Context: an optimization exercise on an open-source flow, tuned for small area. The choices shown serve that exercise and are no tape-out recipe.
Only simulation tests tie the RTL to the original design; equivalence was not proved.

## nn_top
module nn_top (
	input  logic          clk,
	input  logic          rst_n,
	input  logic          in_valid_d,
	input  nn_pkg::data_t data_point,
	input  logic          in_valid_w1,
	input  nn_pkg::data_t weight1,
	input  logic          in_valid_w2,
	input  nn_pkg::data_t weight2,
	output logic          out_valid,
	output nn_pkg::data_t out
);
Size in the first run: ~31000 µm² of cells after synthesis.
export LEC_CHECK = 0
export CAP_MARGIN = 20
export CORE_MARGIN = 2
export CORE_UTILIZATION = 70
export GPL_ROUTABILITY_DRIVEN = 0
export SLEW_MARGIN = 20
export SYNTH_HIERARCHICAL = 1
create_clock -name core_clock -period 8.0 [get_ports {clk}]
standard.sh (not shown) runs the stock make flow with config.mk's settings and CLKGATE_MAP_FILE= SYNTH_SCRIPT=/design/flow/synth_recipe.tcl, a recipe that flattens the netlist after the stock synthesis.
==> flow/flow/run.sh <==
#!/bin/bash
# Standard synthesis; then every combinational cell of the netlist is set to
# its smallest drive strength before the standard layout steps, whose timing
# and design repair size up what needs it.  Ports get the smallest buffer;
# the clock tree is built without dummy loads.
set -euo pipefail
bash standard.sh synth > synth_stage.log 2>&1
NET=orfs/results/sky130hd/nn_top/base/1_2_yosys.v
python3 flow/downsize.py $NET > downsize.log 2>&1
bash standard.sh REMOVE_ABC_BUFFERS=1 "BUFFER_PORTS_ARGS=-buffer_cell sky130_fd_sc_hd__buf_1" \
  "CTS_ARGS=-sink_clustering_enable -repair_clock_nets -sink_clustering_size 16 -sink_clustering_max_diameter 80 -buf_list sky130_fd_sc_hd__clkbuf_8 -dont_use_dummy_load" \
  finish > layout_stage.log 2>&1
==> flow/flow/downsize.py <==
#!/usr/bin/env python3
"""Swap each combinational cell of the synthesized netlist for the smallest
drive strength of the same cell (same function and pins).  Timing repair in
the later steps sizes up what needs it."""
import re, sys
LIB = "/OpenROAD-flow-scripts/flow/platforms/sky130hd/lib/sky130_fd_sc_hd__tt_025C_1v80.lib"
txt = open(LIB).read()
area = {}
for c in re.split(r'\n\s*cell\s*\(', txt)[1:]:
    n = re.match(r'\s*"?(\w+)"?', c).group(1)
    a = re.search(r'area\s*:\s*([\d.]+)', c)
    if a:
        area[n] = float(a.group(1))
SKIP = re.compile(r'__(df|edf|sdf|dl|clk|conb|tap|fill|decap|buf|inv|probe|lpflow|mux2i|ebuf|einv)')
def target(cell):
    if SKIP.search(cell):
        return cell
    m = re.match(r'(sky130_fd_sc_hd__\w+?)_(\d+)$', cell)
    if not m:
        return cell
    best = cell
    for d in ("0", "1"):
        cand = f"{m.group(1)}_{d}"
        if cand in area and area[cand] < area[best]:
            best = cand
    return best
path = sys.argv[1]
net = open(path).read()
swaps = {}
def sub(m):
    t = target(m.group(1))
    if t != m.group(1):
        swaps[(m.group(1), t)] = swaps.get((m.group(1), t), 0) + 1
    return m.group(0).replace(m.group(1), t, 1)
net = re.sub(r'^(\s*sky130_fd_sc_hd__\w+)(?=\s)', lambda m: sub2(m), net, flags=re.M) if False else \
      re.sub(r'(?m)^\s*(sky130_fd_sc_hd__\w+)\s', sub, net)
open(path, "w").write(net)
for (a, b), n in sorted(swaps.items()):
    print(f"{n:5d} {a} -> {b}")
Rerun with:
GPL_ROUTABILITY_DRIVEN = not set   (was 0)
Routed wire length grows by a few percent; count of clock-buffer cells in the layout grows by 1; die area does not change; global-route usage grows by 1.2 points; maximum frequency shrinks slightly.


== build 69 ==
Another version of the RTL of nn_top (not shown whole).
For scale: roughly 2700 cells after synthesis, roughly 32000 sq um of cells after synthesis.
==> flow/config.mk <==
export PLATFORM = sky130hd
export DESIGN_NAME = nn_top
export DESIGN_NICKNAME = nn_top
export VERILOG_FILES = /design/flow/design.v
export SDC_FILE = /design/flow/constraint.sdc
export NUM_CORES = 4
export LEC_CHECK = 0
export CAP_MARGIN = 20
export CORE_MARGIN = 2
export CORE_UTILIZATION = 40
export SLEW_MARGIN = 20
export SYNTH_HIERARCHICAL = 1
==> flow/constraint.sdc <==
create_clock -name core_clock -period 8.0 [get_ports {clk}]
set_input_delay 1.6000 -clock core_clock [delete_from_list [all_inputs] [get_ports {clk}]]
set_output_delay 1.6000 -clock core_clock [all_outputs]
set_load 0.01 [all_outputs]
==> flow/flow/run.sh <==
#!/bin/bash
# Standard synthesis; then every combinational cell of the netlist is set to
# its smallest drive strength before the standard layout steps, whose timing
# and design repair size up what needs it.
set -euo pipefail
bash standard.sh synth > synth_stage.log 2>&1
NET=orfs/results/sky130hd/nn_top/base/1_2_yosys.v
python3 flow/downsize.py $NET > downsize.log 2>&1
bash standard.sh finish > layout_stage.log 2>&1
Scripts as last shown in full above: flow/flow/downsize.py
Build 69 completed end to end with timing, DRC and antenna clean.
Here is what was changed in the inputs of build 71 compared with build 69.
Settings: CTS_BUF_LIST: unset -> sky130_fd_sc_hd__clkbuf_4 sky130_fd_sc_hd__clkbuf_8.
==> flow/flow/run.sh <==
#!/bin/bash
# Standard layout, plus power recovery (downsizing of gates with slack) at global routing.
set -euo pipefail
bash standard.sh RECOVER_POWER=100 finish > flow_standard.log 2>&1
removed: flow/flow/downsize.py
--- outcome ---
Global-route usage: build 71 < build 69
STATUS run=build 71 STAGES=ALL_DONE FINAL_CHECKS=FAILED CAUSE=capacitance limit, slew limit
From build 69 to build 71 the numbers moved as follows: critical-path maximum fanout went down by 1.
## Diff of input files: build 30 against build 71
Settings: a deleted CTS_BUF_LIST that had been sky130_fd_sc_hd__clkbuf_4 sky130_fd_sc_hd__clkbuf_8; an added CTS_CLUSTER_DIAMETER of 100; an added CTS_CLUSTER_SIZE of 24.
==> flow/flow/run.sh <==
#!/bin/bash
# Standard synthesis; then every combinational cell of the netlist is set to
# its smallest drive strength before the standard layout steps, whose timing
# and design repair size up what needs it.  Ports get the smallest buffer.
set -euo pipefail
bash standard.sh synth > synth_stage.log 2>&1
NET=orfs/results/sky130hd/nn_top/base/1_2_yosys.v
python3 flow/downsize.py $NET > downsize.log 2>&1
bash standard.sh "BUFFER_PORTS_ARGS=-buffer_cell sky130_fd_sc_hd__buf_1" finish > layout_stage.log 2>&1
==> flow/flow/downsize.py (new file) <==
#!/usr/bin/env python3
"""Swap each combinational cell of the synthesized netlist for the smallest
drive strength of the same cell (same function and pins).  Timing repair in
the later steps sizes up what needs it."""
import re, sys
LIB = "/OpenROAD-flow-scripts/flow/platforms/sky130hd/lib/sky130_fd_sc_hd__tt_025C_1v80.lib"
txt = open(LIB).read()
area = {}
for c in re.split(r'\n\s*cell\s*\(', txt)[1:]:
    n = re.match(r'\s*"?(\w+)"?', c).group(1)
    a = re.search(r'area\s*:\s*([\d.]+)', c)
    if a:
        area[n] = float(a.group(1))
SKIP = re.compile(r'__(df|edf|sdf|dl|clk|conb|tap|fill|decap|buf|inv|probe|lpflow|mux2i|ebuf|einv)')
def target(cell):
    if SKIP.search(cell):
        return cell
    m = re.match(r'(sky130_fd_sc_hd__\w+?)_(\d+)$', cell)
    if not m:
        return cell
    best = cell
    for d in ("0", "1"):
        cand = f"{m.group(1)}_{d}"
        if cand in area and area[cand] < area[best]:
            best = cand
    return best
path = sys.argv[1]
net = open(path).read()
swaps = {}
def sub(m):
    t = target(m.group(1))
    if t != m.group(1):
        swaps[(m.group(1), t)] = swaps.get((m.group(1), t), 0) + 1
    return m.group(0).replace(m.group(1), t, 1)
net = re.sub(r'^(\s*sky130_fd_sc_hd__\w+)(?=\s)', lambda m: sub2(m), net, flags=re.M) if False else \
      re.sub(r'(?m)^\s*(sky130_fd_sc_hd__\w+)\s', sub, net)
open(path, "w").write(net)
for (a, b), n in sorted(swaps.items()):
    print(f"{n:5d} {a} -> {b}")
Findings:
Comparing build 71 and build 30, the one run not ending clean was build 71. STATUS run=build 71 STAGES=ALL_DONE FINAL_CHECKS=FAILED CAUSE=capacitance limit, slew limit. In the reports for build 71 and build 30, the larger minimum clock period belongs to build 71. oacc[15] as the end point of the critical path was reported by build 30, and acc[15] by build 71. Compared with build 71, in build 30 maximum frequency moved up; via count shows a reduction of 0.38%; antenna diode count has decreased; number of placement rows went down. Relative to build 71, delay of the slowest critical-path stage has gone down in build 30. Compared with build 71, build 30 improves detailed-placement wirelength estimate. Going from build 71 to build 30, die area saw a decrease, least setup slack across all paths after layout saw an increase. Route | build 30 vs build 71 | wire shorter in build 30.
Setup changes, build 30 to build 63
Settings: removing CTS_CLUSTER_SIZE (formerly 24); removing CTS_CLUSTER_DIAMETER (formerly 100); setting CTS_BUF_LIST to sky130_fd_sc_hd__clkbuf_4 sky130_fd_sc_hd__clkbuf_8 for the first time.
==> flow/run.sh (new file) <==
#!/bin/bash
# synth_recipe.tcl (not shown) runs the flow's synth.tcl, then flattens the netlist and writes it again
# the make line also repeats each setting of config.mk as NAME=value (left out here)
make -C /OpenROAD-flow-scripts/flow DESIGN_CONFIG=/design/flow/config.mk WORK_HOME=/design/flow/orfs CLKGATE_MAP_FILE= SYNTH_SCRIPT=/design/flow/synth_recipe.tcl finish
removed: flow/flow/run.sh
removed: flow/flow/downsize.py
removed: flow/standard.sh
==> run summary <==
Sort build 30 and build 63 by worst-case setup margin in the final layout, descending, and build 63 comes first. Against build 30, build 63 comes in 40 ps lower on register clock-pin slew on the reported worst setup and hold paths. In the metrics for build 30 and build 63, the one carrying the higher critical path depth is build 30.


## run A
nn_top, a different RTL version from the one above (not shown whole).
Size in the first run: roughly 2500 cells after synthesis, roughly 31000 sq um of cells after synthesis.
// nn_top
module nn_top (
	input  logic          clk,
	input  logic          rst_n,
	input  logic          in_valid_d,
	input  nn_pkg::data_t data_point,
	input  logic          in_valid_w1,
	input  nn_pkg::data_t weight1,
	input  logic          in_valid_w2,
	input  nn_pkg::data_t weight2,
	output logic          out_valid,
	output nn_pkg::data_t out
);
	localparam int DATA_W = nn_pkg::DATA_W;
	localparam int N_W1   = nn_pkg::N_W1;
	localparam int N_W2   = nn_pkg::N_W2;
	logic [1:0]                     cnt;
	logic [3:0]                     m1;
	logic [1:0]                     m2;
	logic [N_W1-1:0][DATA_W-1:0]    w1;
	logic [N_W2-1:0][DATA_W-1:0]    w2;
	logic [DATA_W-1:0]              x1, x2;
	logic                           v1, v2;
	logic [1:0]                     i1, i2;
	logic [2:0][DATA_W-1:0]         acc;
	logic                           r2;
	logic [DATA_W-1:0]              oacc;
	always_ff @(posedge clk or negedge rst_n) begin
		if (!rst_n) begin
			cnt <= '0;
  ...
Settings: LEC_CHECK=0, CAP_MARGIN=20, CORE_MARGIN=2, CORE_UTILIZATION=70, SLEW_MARGIN=20, SYNTH_HIERARCHICAL=1; clock period 8.0 ns.
==> flow/flow/run.sh <==
#!/bin/bash
# Standard synthesis; then every combinational cell of the netlist is set to
# its smallest drive strength before the standard layout steps, whose timing
# and design repair size up what needs it.  Ports get the smallest buffer;
# the clock tree is built without dummy loads.
set -euo pipefail
bash standard.sh synth > synth_stage.log 2>&1
NET=orfs/results/sky130hd/nn_top/base/1_2_yosys.v
python3 flow/downsize.py $NET > downsize.log 2>&1
bash standard.sh REMOVE_ABC_BUFFERS=1 "BUFFER_PORTS_ARGS=-buffer_cell sky130_fd_sc_hd__buf_1" \
  "CTS_ARGS=-sink_clustering_enable -repair_clock_nets -sink_clustering_size 16 -sink_clustering_max_diameter 80 -buf_list sky130_fd_sc_hd__clkbuf_8 -dont_use_dummy_load" \
  finish > layout_stage.log 2>&1
==> flow/flow/downsize.py <==
#!/usr/bin/env python3
"""Swap each combinational cell of the synthesized netlist for the smallest
drive strength of the same cell (same function and pins).  Timing repair in
the later steps sizes up what needs it."""
import re, sys
LIB = "/OpenROAD-flow-scripts/flow/platforms/sky130hd/lib/sky130_fd_sc_hd__tt_025C_1v80.lib"
txt = open(LIB).read()
area = {}
for c in re.split(r'\n\s*cell\s*\(', txt)[1:]:
    n = re.match(r'\s*"?(\w+)"?', c).group(1)
    a = re.search(r'area\s*:\s*([\d.]+)', c)
    if a:
        area[n] = float(a.group(1))
SKIP = re.compile(r'__(df|edf|sdf|dl|clk|conb|tap|fill|decap|buf|inv|probe|lpflow|mux2i|ebuf|einv)')
def target(cell):
    if SKIP.search(cell):
        return cell
    m = re.match(r'(sky130_fd_sc_hd__\w+?)_(\d+)$', cell)
    if not m:
        return cell
    best = cell
    for d in ("0", "1"):
        cand = f"{m.group(1)}_{d}"
        if cand in area and area[cand] < area[best]:
            best = cand
    return best
path = sys.argv[1]
net = open(path).read()
swaps = {}
def sub(m):
    t = target(m.group(1))
    if t != m.group(1):
        swaps[(m.group(1), t)] = swaps.get((m.group(1), t), 0) + 1
    return m.group(0).replace(m.group(1), t, 1)
net = re.sub(r'^(\s*sky130_fd_sc_hd__\w+)(?=\s)', lambda m: sub2(m), net, flags=re.M) if False else \
      re.sub(r'(?m)^\s*(sky130_fd_sc_hd__\w+)\s', sub, net)
open(path, "w").write(net)
for (a, b), n in sorted(swaps.items()):
    print(f"{n:5d} {a} -> {b}")
Run A: PASS, flow complete, no timing, DRC or antenna violations
## Diff of input files: run B against run A
- changing CORE_UTILIZATION from 70 to 80
--- outcome ---
Run B | stages: all done | timing, DRC, antenna: all pass. Going from run A to run B, area of placed instances now smaller. Final-layout clock-cell area share essentially unchanged between run A and run B. Summary: via count, run B worse than run A. Re die outline width: run A was higher than run B. Relative to run A, the final cell count measured on run B has decreased by a few percent. In the tables for run B and run A, first-pass GRT wire length reads lower with run A. ~same sequential share of layout area in run B and run A. Run A leaves more setup margin than run B. Relative to run A, the utilization after layout of run B is higher by 11 points.
Here is what was changed in the inputs of run C compared with run B.
- CORE_UTILIZATION now 60, was 80
diff --git a/flow/flow/run.sh b/flow/flow/run.sh
--- a/flow/flow/run.sh
+++ b/flow/flow/run.sh
@@ -9,3 +9,3 @@
 python3 flow/downsize.py $NET > downsize.log 2>&1
-bash standard.sh REMOVE_ABC_BUFFERS=1 "BUFFER_PORTS_ARGS=-buffer_cell sky130_fd_sc_hd__buf_1" \
+bash standard.sh "BUFFER_PORTS_ARGS=-buffer_cell sky130_fd_sc_hd__buf_1" \
   "CTS_ARGS=-sink_clustering_enable -repair_clock_nets -sink_clustering_size 16 -sink_clustering_max_diameter 80 -buf_list sky130_fd_sc_hd__clkbuf_8 -dont_use_dummy_load" \
==> run summary <==
The final layouts of run B and run C pass the timing, design-rule and antenna checks.
Looking at number of antenna violations at the first check in global routing, run C sits 1 below run B.
Compared with run B, number of CTS-inserted buffers in run C increased by a little under 10%.
Going from run B to run C, routed length on met2 went down by 1800 um; total routed wirelength went down by about 1.3%; per-cell routed wire length went down by 6.6%; final layout net count went up by 0.62%.
The global-route total usage across every layer of run C is lower than that of run B.
Against run B as the reference, run C delivers a higher cell count.
Comparing run C against run B, there is no change at all in synthesized cell count.
Here is what was changed in the inputs of run D compared with run C.
diff --git a/flow/flow/run.sh b/flow/flow/run.sh
--- a/flow/flow/run.sh
+++ b/flow/flow/run.sh
@@ -10,3 +10,3 @@
 bash standard.sh "BUFFER_PORTS_ARGS=-buffer_cell sky130_fd_sc_hd__buf_1" \
-  "CTS_ARGS=-sink_clustering_enable -repair_clock_nets -sink_clustering_size 16 -sink_clustering_max_diameter 80 -buf_list sky130_fd_sc_hd__clkbuf_8 -dont_use_dummy_load" \
+  "CTS_ARGS=-sink_clustering_enable -repair_clock_nets -sink_clustering_size 12 -sink_clustering_max_diameter 60 -buf_list {sky130_fd_sc_hd__clkbuf_4 sky130_fd_sc_hd__clkbuf_8} -dont_use_dummy_load" \
   finish > layout_stage.log 2>&1
Clock input transition at the sequential cells of the worst setup and hold paths sits lower in run D than in run C.
On smallest setup slack after layout: between run C and run D, it ends up lower for run D.
On sequential cell area share, run C and run D are basically level.
Run D: all stages complete, timing, DRC and antenna checks passed
The inputs of run E differ from those of run D as listed below.
- changing CORE_UTILIZATION from 60 to 70
- setting PLACE_DENSITY to 0.85 for the first time
diff --git a/flow/flow/run.sh b/flow/flow/run.sh
--- a/flow/flow/run.sh
+++ b/flow/flow/run.sh
@@ -9,4 +9,4 @@
 python3 flow/downsize.py $NET > downsize.log 2>&1
-bash standard.sh "BUFFER_PORTS_ARGS=-buffer_cell sky130_fd_sc_hd__buf_1" \
-  "CTS_ARGS=-sink_clustering_enable -repair_clock_nets -sink_clustering_size 12 -sink_clustering_max_diameter 60 -buf_list {sky130_fd_sc_hd__clkbuf_4 sky130_fd_sc_hd__clkbuf_8} -dont_use_dummy_load" \
+bash standard.sh REMOVE_ABC_BUFFERS=1 "BUFFER_PORTS_ARGS=-buffer_cell sky130_fd_sc_hd__buf_1" \
+  "CTS_ARGS=-sink_clustering_enable -repair_clock_nets -sink_clustering_size 16 -sink_clustering_max_diameter 80 -buf_list sky130_fd_sc_hd__clkbuf_8 -dont_use_dummy_load" \
   finish > layout_stage.log 2>&1
==> comparison <==
Run E did not stop at any stage, and its layout met the timing, design-rule and antenna checks. Against run D, layout net count in run E fell slightly. Looking at least setup slack across all paths after layout, run E sits 180 ps lower than run D does. Of run D and run E, the run reporting the higher first-iteration DRC count was run E. In the reports for run D and run E, the larger signal arrival time at the worst endpoint belongs to run E. Relative to run D, global-route usage increased by 3.3 points in run E. Per the comparison of run E with run D, clock latency at the later pin of the worst-skew pair has increased, design area has decreased.
Relative to run E, the following input files were edited for run F:
- removing PLACE_DENSITY (formerly 0.85)
diff --git a/flow/flow/run.sh b/flow/flow/run.sh
--- a/flow/flow/run.sh
+++ b/flow/flow/run.sh
@@ -10,3 +10,3 @@
 bash standard.sh REMOVE_ABC_BUFFERS=1 "BUFFER_PORTS_ARGS=-buffer_cell sky130_fd_sc_hd__buf_1" \
-  "CTS_ARGS=-sink_clustering_enable -repair_clock_nets -sink_clustering_size 16 -sink_clustering_max_diameter 80 -buf_list sky130_fd_sc_hd__clkbuf_8 -dont_use_dummy_load" \
+  "CTS_ARGS=-sink_clustering_enable -repair_clock_nets -sink_clustering_size 20 -sink_clustering_max_diameter 90 -buf_list sky130_fd_sc_hd__clkbuf_8 -dont_use_dummy_load" \
   finish > layout_stage.log 2>&1
## What came out
- Delta(met2 wirelength from detailed routing, run F - run E) < 0
- Compared to run E, run F leaves more free space in the core.
- Run F ended with less met2 usage than run E.
- Run F against run E: smallest setup slack after layout shows an increase of 280 ps, via count -583.

## afterwards: timing with drivers on the ports
The results above use ideal ports. As a check the final layouts listed here were re-extracted and re-timed, cells and wires unchanged.
Step 1 (the two cells are an assumption about what drives the block):
set clk [get_ports {clk}]
set_driving_cell -lib_cell sky130_fd_sc_hd__clkbuf_16 $clk
set_driving_cell -lib_cell sky130_fd_sc_hd__buf_2 [delete_from_list [all_inputs] $clk]
Step 2, shift: input delay + t, output delay - t, t = (earliest + latest rising clock arrival at the registers) / 2. This alone moves slack from input paths to output paths.
Three values: ideal, step 1, step 2; two values: the first two.
| run | t (ns) | setup WS [ns] | worst hold slack (ns) | clock arrival spread, ns |
|---|---|---|---|---|
| the first run of note 1 | 0.680 | 0.891 / 0.891 / 0.765 | 0.325 / 0.325 / 0.325 | 0.062 / 0.062 |
| the second run of note 1 | 0.699 | 0.778 / 0.778 / 0.739 | 0.292 / 0.292 / 0.292 | 0.075 / 0.075 |
| build 69 | 0.637 | 0.731 / 0.731 / 0.399 | 0.341 / 0.341 / 0.341 | 0.046 / 0.045 |
| build 71 | 0.709 | 0.552 / 0.533 / -0.175 | 0.353 / 0.353 / 0.353 | 0.058 / 0.059 |
| build 30 | 0.643 | 0.876 / 0.876 / 0.571 | 0.349 / 0.349 / 0.349 | 0.052 / 0.052 |
| build 63 | 0.704 | 1.002 / 1.002 / 0.330 | 0.353 / 0.353 / 0.353 | 0.058 / 0.058 |
| run A | 0.679 | 0.639 / 0.639 / 0.338 | 0.311 / 0.311 / 0.311 | 0.057 / 0.056 |
| run B | 0.675 | 0.339 / 0.339 / 0.256 | 0.281 / 0.281 / 0.281 | 0.127 / 0.128 |
| run C | 0.681 | 0.528 / 0.528 / 0.426 | 0.362 / 0.362 / 0.362 | 0.102 / 0.103 |
| run D | 0.650 | 0.501 / 0.501 / 0.476 | 0.347 / 0.347 / 0.347 | 0.094 / 0.095 |
| run E | 0.668 | 0.324 / 0.324 / 0.324 | 0.376 / 0.376 / 0.376 | 0.119 / 0.119 |
| run F | 0.678 | 0.602 / 0.602 / 0.327 | 0.281 / 0.281 / 0.281 | 0.095 / 0.095 |
The setup slack of build 71, which loses most, moves by -0.019 ns with the drivers and by -0.727 ns with both steps.
